Background: an optimization exercise with open tools, aiming at small area, a short achievable clock period and few clock cycles. Do not read the settings as production practice.
Where RTL was checked, it was by simulation tests only, not by an equivalence proof against the original.
No activity file was given, so power comes from the tool's default toggle rates.

== amber ==
## radix_conversion_to_ascii
module radix_conversion_to_ascii #(
	parameter int INT_BITS       = 32,
	parameter int FRAC_BITS      = 32,
	parameter int FRAC_DIGITS    = 10,
	parameter int MAX_INT_DIGITS = 32
) (
	input  logic                clk,
	input  logic                arst_n,
	input  logic                cfg_we,
	input  logic [4:0]          cfg_wdata,
	input  logic                item_valid,
	output logic                item_ready,
	input  logic [63:0]         item_data,    
	output logic                char_valid,
	input  logic                char_ready,
	output logic [7:0]          char_data     
);
Settings: LEC_CHECK=0, ABC_AREA=1, CAP_MARGIN=60, CORE_MARGIN=2, CORE_UTILIZATION=40, SLEW_MARGIN=60; clock period 12.0 ns.
standard.sh (not shown) runs the stock make flow with config.mk's settings and CLKGATE_MAP_FILE= SYNTH_SCRIPT=/design/flow/synth_recipe.tcl, a recipe that flattens the netlist after the stock synthesis.
==> flow/flow/run.sh <==
#!/bin/bash
# Standard layout, with the timing repair aiming well past the required slack
# and plain buffers on the ports.
set -euo pipefail
bash standard.sh SETUP_SLACK_MARGIN=8.5 "BUFFER_PORTS_ARGS=-buffer_cell sky130_fd_sc_hd__buf_1" finish > standard.log 2>&1
### amber -> juniper
-- flow/design.v --
<<< amber, line 137
	logic            cv_q;    
	logic [7:0]      cd_q;
	logic            go;
	logic            accept;
>>> juniper, line 137
	logic            cv_q;    
	logic [7:0]      cd_q;
	logic            sk_q;    
	logic [7:0]      sd_q;
	logic            go;
	logic            accept;
<<< amber, line 166
	logic            frac_emit;
	logic [3:0]      fdig;
	logic            emit;
	logic [7:0]      ec;
	logic            out_free;
	assign go         = !cv_q || char_ready;
	assign accept     = ir_q;
	assign item_ready = ir_q;
>>> juniper, line 168
	logic            frac_emit;
	logic [3:0]      fdig;
	logic [3:0]      fd_q;    
	logic            emit;
	logic [7:0]      ec;
	logic            out_free;
	assign go         = !sk_q;
	assign accept     = ir_q;
	assign item_ready = ir_q;
<<< amber, line 176
	assign bc_end     = bc_q[5];
	assign int_go = (ost_q == O_INT) || (ost_q == O_IDLE && accept);
	always_comb begin
		fv = 4'd0;
		for (int k = 0; k < NF; k++) begin
			if (j_q == 4'(k)) fv = acc_q[4*k +: 4];
		end
	end
	always_comb begin
		sp_start = 2'd0;
>>> juniper, line 179
	assign bc_end     = bc_q[5];
	assign int_go = (ost_q == O_INT) || (ost_q == O_IDLE && accept);
	logic [63:0] acc_x;
	assign acc_x = {8'd0, acc_q};
	assign fv    = acc_x[{j_q, 2'b00} +: 4];
	always_comb begin
		sp_start = 2'd0;
<<< amber, line 238
	assign start_slow = !ifast && conv_free && (ost_q == O_IDLE);
	assign start      = ifast ? (conv_free || (cst_q == C_BUSY && int_fin)) : start_slow;
	assign op_a = sela_q ? {1'b0, f_q, 3'b000} : ff16_q ? {f_q, 4'b0000} : 36'd0;
	assign op_b = selb_q ? {3'b000, f_q, 1'b0} : 36'd0;
	assign sum  = op_a + op_b;
	assign dv = {1'b0, r_q, f_q[0]} - {2'b00, gb};
	assign dq = !dv[5];
>>> juniper, line 238
	assign start_slow = !ifast && conv_free && (ost_q == O_IDLE);
	assign start      = ifast ? (conv_free || (cst_q == C_BUSY && int_fin)) : start_slow;
	assign op_a = {1'b0, f_q, 3'b000} + {3'b000, f_q, 1'b0};
	assign op_b = ff16_q ? {f_q, 4'b0000} : sela_q ? {1'b0, f_q, 3'b000} : {3'b000, f_q, 1'b0};
	assign sum  = m10_q ? op_a : op_b;
	assign dv = {1'b0, r_q, f_q[0]} - {2'b00, gb};
	assign dq = !dv[5];
<<< amber, line 246
	assign ms = {1'b0, r_q} + (f_q[0] ? {1'b0, rb_q} : 5'd0);
	assign frac_emit = (ost_q == O_FRAC) && go && (ffast || bc_end);
	assign fdig      = ffast ? sum[35:32] : r_q;
	always_comb begin
		emit = 1'b0;
>>> juniper, line 246
	assign ms = {1'b0, r_q} + (f_q[0] ? {1'b0, rb_q} : 5'd0);
	assign frac_emit = (ost_q == O_FRAC) && go && (ffast || bc_end);
	assign fdig      = ffast ? fd_q : r_q;
	always_comb begin
		emit = 1'b0;
<<< amber, line 287
			ost_q <= O_IDLE;
			cv_q  <= 1'b0;
			ir_q  <= 1'b0;
			sv_q  <= 1'b0;
>>> juniper, line 287
			ost_q <= O_IDLE;
			cv_q  <= 1'b0;
			sk_q  <= 1'b0;
			ir_q  <= 1'b0;
			sv_q  <= 1'b0;
<<< amber, line 295
			if (start) sv_q <= item_valid;
			if (out_free) begin
				cv_q <= emit;
			end
		end
>>> juniper, line 296
			if (start) sv_q <= item_valid;
			if (out_free) begin
				cv_q <= sk_q || emit;
				sk_q <= 1'b0;
			end else if (emit) begin
				sk_q <= 1'b1;
			end
		end
<<< amber, line 301
	always_ff @(posedge clk) begin
		if (emit) begin
			cd_q <= ec;
		end
		if (start) begin
>>> juniper, line 305
	always_ff @(posedge clk) begin
		if (emit) begin
			sd_q <= ec;
		end
		if (out_free) begin
			if (sk_q) begin
				cd_q <= sd_q;
			end else if (emit) begin
				cd_q <= ec;
			end
		end
		if (start) begin
<<< amber, line 338
			bc_q <= bc_q + 6'd1;
		end
		if (ost_q == O_FRAC && ffast && go) begin
			f_q <= sum[31:0];
		end else if (accept) begin
			f_q <= item_data[31:0];
>>> juniper, line 349
			bc_q <= bc_q + 6'd1;
		end
		if ((ost_q == O_DOT || ost_q == O_FRAC) && ffast && go) begin
			f_q  <= sum[31:0];
			fd_q <= sum[35:32];
		end else if (accept) begin
			f_q <= item_data[31:0];
==> comparison <==
- Compared with amber, juniper instantiates a smaller number of cells.
- Relative to amber, the synthesis-to-finish area growth of juniper is lower by 24 points.
- Summary of the comparison: multiplexer fraction of the synthesized cell area is higher in juniper, relative to amber.
- In the reports for juniper and amber, the larger number of inserted diodes belongs to amber.
- Comparing total power for juniper and amber, the bigger number came from juniper.
- In the tables for juniper and amber, final critical path time including I/O delays and setup reads higher with amber.
- Comparing juniper and amber, the lower sequential cell count is on amber.
- Row switching share of power: juniper higher / amber lower
- In the final reports, the cell area of juniper is smaller than that of amber.
Testbench counts of juniper, summed over its fixed seeds: cycles 55,027.
No functional check of the RTL was part of amber.

---

Another version of the RTL of radix_conversion_to_ascii (not shown whole).
Size: about 2100 cells after synthesis, ~150 flip-flops, ~84 I/O pins, about 14000 um2 of cells after synthesis.
Settings: LEC_CHECK=0, ABC_AREA=1, CAP_MARGIN=60, CORE_MARGIN=2, CORE_UTILIZATION=40, SLEW_MARGIN=60; clock period 12.0 ns.
Scripts as last shown in full above: flow/flow/run.sh
The baseline passed the timing, design-rule and antenna checks.
Testbench counts at the start, summed over its fixed seeds: cycles 55,027.
Change:
--- a/flow/design.v
+++ b/flow/design.v
@@ -42,52 +42,56 @@
 	input  logic [63:0]         item_data,    
 	output logic                char_valid,
 	input  logic                char_ready,
 	output logic [7:0]          char_data     
 );
 	localparam int NF = 14;    
 	logic [3:0] rb_q;      
 	logic       m10_q;     
 	logic       ff16_q;    
 	logic       ifast_q;   
 	logic       ffast_q;   
+	logic       m8_q;      
+	logic       m16_q;     
 	logic       sela_q;    
 	logic       selb_q;    
 	logic [4:0] cfg_b;
 	assign cfg_b = (cfg_wdata[4:1] == 4'd0) ? 5'd2
 		: (cfg_wdata[4] && cfg_wdata[3:0] != 4'd0) ? 5'd16 : cfg_wdata;
 	always_ff @(posedge clk or negedge arst_n) begin
 		if (!arst_n) begin
 			rb_q   <= 4'd10;
 			m10_q  <= 1'b1;
 			ff16_q  <= 1'b0;
 			ifast_q <= 1'b1;
 			ffast_q <= 1'b1;
+			m8_q    <= 1'b0;
+			m16_q   <= 1'b0;
 			sela_q <= 1'b1;
 			selb_q <= 1'b1;
 		end else if (cfg_we) begin
 			rb_q   <= cfg_b[3:0];
 			m10_q  <= (cfg_b == 5'd10);
 			ff16_q  <= (cfg_b == 5'd16);
 			ifast_q <= (cfg_b == 5'd16) || (cfg_b == 5'd10) || (cfg_b == 5'd8) || (cfg_b == 5'd4) || (cfg_b == 5'd2);
 			ffast_q <= (cfg_b == 5'd16) || (cfg_b == 5'd10) || (cfg_b == 5'd8) || (cfg_b == 5'd2);
+			m8_q    <= (cfg_b == 5'd8);
+			m16_q   <= (cfg_b == 5'd16) || (cfg_b == 5'd4) || (cfg_b == 5'd2);
 			sela_q <= (cfg_b == 5'd10) || (cfg_b == 5'd8);
 			selb_q <= (cfg_b == 5'd10) || (cfg_b == 5'd2);
 		end
 	end
 	logic       ifast, ffast, sub4;
 	logic [3:0] gb;
-	logic m8_q, m16_q, ff2_q, sub2_q, sub3_q;
-	assign m8_q   = sela_q && !m10_q;
+	logic ff2_q, sub2_q, sub3_q;
 	assign ff2_q  = selb_q && !m10_q;
-	assign m16_q  = ifast_q && !sela_q;
 	assign sub2_q = (rb_q == 4'd4);
 	assign sub3_q = (rb_q == 4'd3);
 	assign sub4  = ff2_q;
 	assign ifast = ifast_q;
 	assign ffast = ffast_q;
 	assign gb    = sub3_q ? 4'd9 : rb_q;
 	function automatic logic [6:0] glyph(input logic [3:0] d);
 		case (d)
 			4'd0: glyph = 7'h30;  4'd1: glyph = 7'h31;  4'd2: glyph = 7'h32;  4'd3: glyph = 7'h33;
 			4'd4: glyph = 7'h34;  4'd5: glyph = 7'h35;  4'd6: glyph = 7'h36;  4'd7: glyph = 7'h37;
 			4'd8: glyph = 7'h38;  4'd9: glyph = 7'h39;  4'd10: glyph = 7'h41; 4'd11: glyph = 7'h42;
@@ -170,28 +174,25 @@
 	logic [3:0]      fd_q;    
 	logic            emit;
 	logic [7:0]      ec;
 	logic            out_free;
 	assign go         = !sk_q;
 	assign accept     = ir_q;
 	assign item_ready = ir_q;
 	assign char_valid = cv_q;
 	assign char_data  = cd_q;
 	assign bc_end     = bc_q[5];
 	assign int_go = (ost_q == O_INT) || (ost_q == O_IDLE && accept);
-	always_comb begin
-		fv = 4'd0;
-		for (int k = 0; k < NF; k++) begin
-			if (j_q == 4'(k)) fv = acc_q[4*k +: 4];
-		end
-	end
+	logic [63:0] acc_x;
+	assign acc_x = {8'd0, acc_q};
+	assign fv    = acc_x[{j_q, 2'b00} +: 4];
 	always_comb begin
 		sp_start = 2'd0;
 		if (sub4) sp_start = fv[3] ? 2'd3 : fv[2] ? 2'd2 : fv[1] ? 2'd1 : 2'd0;
 		else if (sub2_q) sp_start = {1'b0, fv[3:2] != 2'd0};
 		else if (sub3_q) sp_start = {1'b0, fv[3] | fv[2] | (fv[1] & fv[0])};
 	end
 	assign sub_max = sub4 ? 2'd3 : (sub2_q || sub3_q) ? 2'd1 : 2'd0;
 	always_comb begin
 		case ({sp_q[0], fv})
 			5'h00: fv3 = 4'd0; 5'h01: fv3 = 4'd1; 5'h02: fv3 = 4'd2;
 			5'h03: fv3 = 4'd0; 5'h04: fv3 = 4'd1; 5'h05: fv3 = 4'd2;
Outcome:
- core utilization decreases by 3.1 points
- worst setup slack gets better by 0.14 ns
- non-clock buffer count decreases by 47
- routed wire length increases by 9.2%
- worst hold slack barely changes
- final area decreases by 1.6%
- count of clock-buffer cells in the layout does not change
- via count increases by 3.6%
- cell count increases by 2.6%
- power decreases by 18%
- clock power increases by about 2%
- area after synthesis increases by 4.3%
- first-iteration DRC count increases by 27%
- combinational power decreases by 25%
For the second run of this note, only the layout was checked, not whether the RTL still works.

## static timing again, ports no longer ideal
The flow's constraints put no driver on any port. The routed layouts listed below were extracted and timed again, unchanged, in two steps.
Step 1 (the two cells are an assumption about what drives the block):
set clk [get_ports {clk}]
set_driving_cell -lib_cell sky130_fd_sc_hd__clkbuf_16 $clk
set_driving_cell -lib_cell sky130_fd_sc_hd__buf_2 [delete_from_list [all_inputs] $clk]
Step 2, shift: input delay + t, output delay - t, t = (earliest + latest rising clock arrival at the registers) / 2. This alone moves slack from input paths to output paths.
Three values: ideal, step 1, step 2; two values: the first two.
run	t (ns)	setup WS [ns]	worst setup path at the end	worst data-port slew with drivers (ns)
amber	0.489	8.183 / 8.183 / 7.731	input to register	0.10
juniper	0.485	8.609 / 8.555 / 8.178	input to register	0.06
the first run of note 2	0.491	8.430 / 8.430 / 8.097	input to register	0.08
the second run of note 2	0.508	8.566 / 8.511 / 8.170	input to register	0.07
After both steps every run listed still meets setup and hold. The setup slack of amber, which loses most, moves by 0.000 ns with the drivers and by -0.452 ns with both steps.
